This design comes from an exercise in tuning for small area and a short achievable clock period on the open sky130 flow, not from production work.
Where RTL was checked, it was by simulation tests only, not by an equivalence proof against the original.
Power is estimated from default activity; no workload was simulated.

## ex_top
module ex_top (
    input logic clk,
    input logic arst_n,
    input logic [31:0] pc,
    input logic [31:0] inst,
    input logic [31:0] reg1,
    input logic [31:0] reg2,
    input logic [31:0] imm,
    input logic [4:0] id_rd_addr,
    input logic id_rd_we,
    input logic [31:0] ram_rdata,
    output logic ram_req,
    output logic ram_we,
    output logic [3:0] ram_sel,
    output logic [31:0] ram_addr,
    output logic [31:0] ram_wdata,
    output logic [4:0] rd_addr,
    output logic [31:0] rd_wdata,
    output logic rd_we,
    output logic jump_flag,
    output logic [31:0] jump_addr
);
Size in the first run: ~1500 cells after synthesis, roughly 340 I/O pins, roughly 0.012 sq mm of cells after synthesis.
Settings: LEC_CHECK=0, CAP_MARGIN=20, CORE_MARGIN=2, CORE_UTILIZATION=40, SETUP_SLACK_MARGIN=1.0, SLEW_MARGIN=20; clock period 6.5 ns.
standard.sh (not shown) runs the stock make flow with config.mk's settings and CLKGATE_MAP_FILE= SYNTH_SCRIPT=/design/flow/synth_recipe.tcl, a recipe that flattens the netlist after the stock synthesis.
==> flow/flow/run.sh <==
#!/bin/bash
# Standard layout, with the port buffers made from the smallest plain buffer.
cp standard.sh standard_sh_copy.txt
cp config.mk config_mk_copy.txt
export BUFFER_PORTS_ARGS="-buffer_cell sky130_fd_sc_hd__buf_1"
bash standard.sh > standard.log 2>&1
The first run produced a clean layout.
Then changed:
ABC_AREA = 1   (was not set)
SETUP_SLACK_MARGIN = 2.0   (was 1.0)
Effect: The new run went through all stages and came out clean; power falls slightly; routed wire length climbs by a quarter to a third; clock-buffer cell count does not change.


trial 33:
Another version of the RTL of ex_top (not shown whole).
Size in the first run: about 1700 cells after synthesis, ~71 flip-flops, roughly 340 I/O pins.
// ex_top
module ex_top (
    input logic clk,
    input logic arst_n,
    input logic [31:0] pc,
    input logic [31:0] inst,
    input logic [31:0] reg1,
    input logic [31:0] reg2,
    input logic [31:0] imm,
    input logic [4:0] id_rd_addr,
    input logic id_rd_we,
    input logic [31:0] ram_rdata,
    output logic ram_req,
    output logic ram_we,
    output logic [3:0] ram_sel,
    output logic [31:0] ram_addr,
    output logic [31:0] ram_wdata,
    output logic [4:0] rd_addr,
    output logic [31:0] rd_wdata,
    output logic rd_we,
    output logic jump_flag,
    output logic [31:0] jump_addr
);
clock: 6.5 ns
lec_check: 0
cap_margin: 20
core_margin: 2
core_utilization: 55
setup_slack_margin: 1.5
slew_margin: 20
Scripts as last shown in full above: flow/flow/run.sh
## Diff of input files: trial 88 against trial 33
# trial 33
export LEC_CHECK = 0
export CAP_MARGIN = 20
export CORE_MARGIN = 2
export CORE_UTILIZATION = 55
export SETUP_SLACK_MARGIN = 1.5
export SLEW_MARGIN = 20
create_clock -name core_clock -period 6.5 [get_ports {clk}]
# trial 88
export LEC_CHECK = 0
export CAP_MARGIN = 20
export CORE_MARGIN = 2
export CORE_UTILIZATION = 55
export SETUP_SLACK_MARGIN = 2.5
export SLEW_MARGIN = 20
create_clock -name core_clock -period 6.5 [get_ports {clk}]
Notes after the runs:
inst[2] as the timing startpoint of the critical path was reported by trial 33, and inst[6] by trial 88. Compared with trial 33, in trial 88 via count of the first global-routing pass now larger; critical path depth now smaller; buffer and inverter count on the worst path now smaller. Between trial 88 and trial 33, power density normalized to cell area is lower for trial 88, trial 33 comes in above that. Share of total power in the clock network for trial 88 is lower than for trial 33. Core utilization: trial 88 higher than trial 33. Going from trial 33 to trial 88, synthesized-area fraction occupied by xor and xnor cells barely changed, time the final worst path needs with I/O delays and setup dropped 0.32 ns, data arrival at the endpoint of the critical path dropped 0.32 ns.


run 1:
Another version of the RTL of ex_top (not shown whole).
Size in the first run: about 2,300 cells after synthesis, ~340 I/O pins, ~13,000 um^2 of cells after synthesis.
export LEC_CHECK = 0
export ABC_AREA = 1
export CAP_MARGIN = 20
export CORE_MARGIN = 2
export CORE_UTILIZATION = 40
export CTS_BUF_LIST = sky130_fd_sc_hd__clkbuf_8
export SETUP_SLACK_MARGIN = 2.0
export SLEW_MARGIN = 20
create_clock -name core_clock -period 6.5 [get_ports {clk}]
Scripts as last shown in full above: flow/flow/run.sh
For run 2, these inputs were changed with respect to run 1:
- CTS_CLUSTER_SIZE: unset -> 36
- CTS_BUF_LIST: sky130_fd_sc_hd__clkbuf_8 -> unset
[summary]
Looking at worst hold slack, run 2 sits 40 ps above run 1. Run 2 vs run 1, worst setup slack after layout went up by 27 ps. Summary of run 2 over run 1: share of the clock period used by the worst path after layout fell by 0.41 points, first-pass GRT wire length stayed essentially flat.
Inputs modified between run 2 and run 3:
- CTS_CLUSTER_SIZE no longer set, was 36
### Flow results
Run 2 → run 3: iteration-0 DRC count of the detailed router was more or less identical, area added between synthesis and finish was more or less identical, number of slew-limit violations in the final report was more or less identical, peak per-stage delay on the critical path was more or less identical, worst path setup slack after routing was more or less identical.
Edits applied to the flow inputs when going from run 3 to run 4:
- SETUP_SLACK_MARGIN: 2.0 -> 1.8
### Flow results
Run 3 ended up with ram_addr[28] as its termination of the worst setup path; run 4 ended up with ram_addr[27]. Summary of run 4 over run 3: share of final layout cell area taken by clock buffers and inverters has remained practically unchanged; total setup buffers inserted after CTS -5; total length of routed wires moved down; power saw a decrease. In the tables for run 4 and run 3, internal power component reads lower with run 4.


## try-willow
ex_top, a different RTL version from the one above (not shown whole).
Size in the first run: roughly 340 I/O pins, ~13000 µm² of cells after synthesis.
Settings: LEC_CHECK=0, ABC_AREA=1, CAP_MARGIN=20, CORE_MARGIN=2, CORE_UTILIZATION=40, SETUP_SLACK_MARGIN=2.0, SLEW_MARGIN=20; clock period 6.5 ns.
==> flow/flow/run.sh <==
#!/bin/bash
# Standard layout with two changes:
#  - the port buffers are made from the smallest plain buffer;
#  - ABC's area script maps without its own buffering and sizing (the resizer in the
#    layout flow sizes and buffers the gates anyway).
set -e
cp standard.sh standard_sh_copy.txt
cp config.mk config_mk_copy.txt
rm -rf scripts_copy
cp -r "$FLOW_HOME/scripts" scripts_copy
cp flow/abc_area.script scripts_copy/abc_area.script
export BUFFER_PORTS_ARGS="-buffer_cell sky130_fd_sc_hd__buf_1"
bash standard.sh SCRIPTS_DIR="$PWD/scripts_copy" finish > standard.log 2>&1
==> flow/flow/abc_area.script <==
strash
dch
map -B 0.9
topo
stime -c
Here is what was changed in the inputs of try-delta compared with try-willow.
- a change of SETUP_SLACK_MARGIN from 2.0 to 2.5
==> flow/flow/run.sh <==
#!/bin/bash
# Standard layout, with the port buffers made from the smallest plain buffer.
cp standard.sh standard_sh_copy.txt
cp config.mk config_mk_copy.txt
export BUFFER_PORTS_ARGS="-buffer_cell sky130_fd_sc_hd__buf_1"
bash standard.sh > standard.log 2>&1
removed: flow/flow/abc_area.script
[summary]
The run showing the greater relative area of clock buffers and inverters in the final design is try-willow.
Worst setup slack is higher on try-delta
On final standard cell area without fillers, try-delta does worse than try-willow.
Re portion of the clock cycle consumed by the worst path in the final layout: try-willow and try-delta aren't equal, and the lower value belongs to try-delta.
try-delta vs. try-willow: post-route minimum period shows a reduction of 0.12 ns; instance count of the mapped netlist shows an increase of about 4%; total leakage power now sits higher.
Inputs modified between try-delta and try-sierra:
- SETUP_SLACK_MARGIN changed from 2.5 to 2.2
Notes after the runs:
Die area came out exactly the same in try-delta and try-sierra. try-sierra against try-delta: total placed cells including tap cells barely changed, proportion of total power due to net switching climbed 0.64 points, cell count dropped 66, clock-buffer cell count barely changed.
Modified inputs, try-indigo compared to try-sierra
- SETUP_SLACK_MARGIN changed from 2.2 to 2.0
==> flow/flow/run.sh <==
#!/bin/bash
# Standard layout, with the port buffers made from the smallest plain buffer,
# and gates off the critical paths sized back down after timing repair.
cp standard.sh standard_sh_copy.txt
cp config.mk config_mk_copy.txt
export BUFFER_PORTS_ARGS="-buffer_cell sky130_fd_sc_hd__buf_1"
export RECOVER_POWER=100
bash standard.sh > standard.log 2>&1
Results
Apart from try-indigo, each of try-indigo and try-sierra ends the flow with a layout that passes the timing, design-rule and antenna checks.
Number of post-CTS setup repair buffers, try-indigo and try-sierra: larger value in try-sierra
Of the two values seen for critical path capture point, ram_wdata[18] was produced by try-indigo and ram_addr[26] by try-sierra.
Between try-sierra and try-indigo, the flow reports amount of wire on met2 after detailed routing decreasing slightly.
Critical path depth was lower in try-indigo than in try-sierra.
Going from try-sierra to try-indigo, power after layout now smaller; share of power burned in the clock network now larger.
Comparing fmax for try-indigo and try-sierra, the bigger number came from try-sierra.
When try-indigo is set beside try-sierra, its power share of the sequential group turns out to be 0.5 points larger.


## violet
ex_top, a different RTL version from the one above (not shown whole).
Size: about 71 flip-flops, roughly 340 I/O pins, ~13,000 sq um of cells after synthesis.
==> flow/config.mk <==
export PLATFORM = sky130hd
export DESIGN_NAME = ex_top
export DESIGN_NICKNAME = ex_top
export VERILOG_FILES = /design/flow/design.v
export SDC_FILE = /design/flow/constraint.sdc
export NUM_CORES = 4
export LEC_CHECK = 0
export CAP_MARGIN = 20
export CORE_MARGIN = 2
export CORE_UTILIZATION = 40
export SETUP_SLACK_MARGIN = 1.5
export SLEW_MARGIN = 20
==> flow/constraint.sdc <==
create_clock -name core_clock -period 6.5 [get_ports {clk}]
set_input_delay 1.3000 -clock core_clock [delete_from_list [all_inputs] [get_ports {clk}]]
set_output_delay 1.3000 -clock core_clock [all_outputs]
set_load 0.01 [all_outputs]
==> flow/flow/run.sh <==
#!/bin/bash
# Standard layout, with the port buffers made from the smallest plain buffer.
cp standard.sh standard_sh_copy.txt
cp config.mk config_mk_copy.txt
export BUFFER_PORTS_ARGS="-buffer_cell sky130_fd_sc_hd__buf_1"
bash standard.sh > standard.log 2>&1
violet finished end to end and its layout was clean on timing, DRC and antenna.
Input changes introduced in garnet (baseline for comparison: violet):
# violet
export LEC_CHECK = 0
export CAP_MARGIN = 20
export CORE_MARGIN = 2
export CORE_UTILIZATION = 40
export SETUP_SLACK_MARGIN = 1.5
export SLEW_MARGIN = 20
create_clock -name core_clock -period 6.5 [get_ports {clk}]
# garnet
export LEC_CHECK = 0
export CAP_MARGIN = 20
export CORE_MARGIN = 2
export CORE_UTILIZATION = 40
export SETUP_SLACK_MARGIN = 1.0
export SLEW_MARGIN = 20
create_clock -name core_clock -period 6.5 [get_ports {clk}]
==> comparison <==
- sky130_fd_sc_hd__fa_2 as the slowest library cell on the worst path was reported by garnet, and sky130_fd_sc_hd__a21oi_1 by violet.
- violet → garnet: met1 demand-to-capacity share in global routing has increased, largest net degree at the start of global routing has increased, global-route wire length before repair has decreased.
- violet → garnet: routed wire length on met2 now sits lower, utilization now sits lower, share of power burned in registers now sits higher.
- In the reports for garnet and violet, the larger layout-stage area growth over the synthesis result belongs to violet.
- Summary of garnet over violet: sequential share of layout area increased by 0.73 points relative to the old numbers; post-detailed-placement cell area about even; detailed-route via count went down 277.
- violet reports its startpoint of the worst setup timing path as reg1[4] while garnet reports reg1[0].
No functional check of the RTL was part of any run of this note.

## what the ideal ports hide
The results above use ideal ports. As a check the final layouts listed here were re-extracted and re-timed, cells and wires unchanged. Step 1 sets driving cells, clkbuf_16 on the clock port and buf_2 on the other inputs (assumed; they add their load-dependent delay and slew). Step 2 times the ports against the registers' clock, not the clock port: input delays grow and output delays shrink by t, the midpoint of the rising clock arrivals with the driver on. Slacks: no drivers / after step 1 / after step 2; pairs: no drivers / after step 1.
| run | t (ns) | setup slack, ns | worst register clock-pin slew, ns |
|---|---|---|---|
| the first run of note 1 | 0.417 | 1.045 / 1.019 / 0.741 | 0.08 / 0.08 |
| the second run of note 1 | 0.437 | 2.012 / 1.986 / 1.829 | 0.08 / 0.08 |
| trial 33 | 0.406 | 0.210 / 0.163 / 0.163 | 0.08 / 0.08 |
| trial 88 | 0.402 | 0.530 / 0.477 / 0.477 | 0.07 / 0.07 |
| run 1 | 0.482 | 2.015 / 1.990 / 1.610 | 0.11 / 0.11 |
| run 2 | 0.442 | 2.042 / 2.021 / 1.681 | 0.08 / 0.08 |
| run 3 | 0.442 | 2.042 / 2.021 / 1.681 | 0.08 / 0.08 |
| run 4 | 0.444 | 1.861 / 1.810 / 1.554 | 0.08 / 0.08 |
| try-willow | 0.418 | 2.056 / 1.981 / 1.704 | 0.08 / 0.08 |
| try-delta | 0.442 | 2.174 / 2.111 / 2.095 | 0.10 / 0.10 |
| try-sierra | 0.435 | 2.093 / 2.026 / 1.879 | 0.09 / 0.09 |
| try-indigo | 0.439 | 0.963 / 0.928 / 0.712 | 0.09 / 0.09 |
| violet | 0.426 | 1.349 / 1.320 / 1.055 | 0.07 / 0.07 |
| garnet | 0.413 | 1.049 / 1.028 / 0.794 | 0.07 / 0.07 |
For run 1, which loses most, drivers alone change the setup slack by -0.025 ns; drivers and shift together by -0.405 ns.
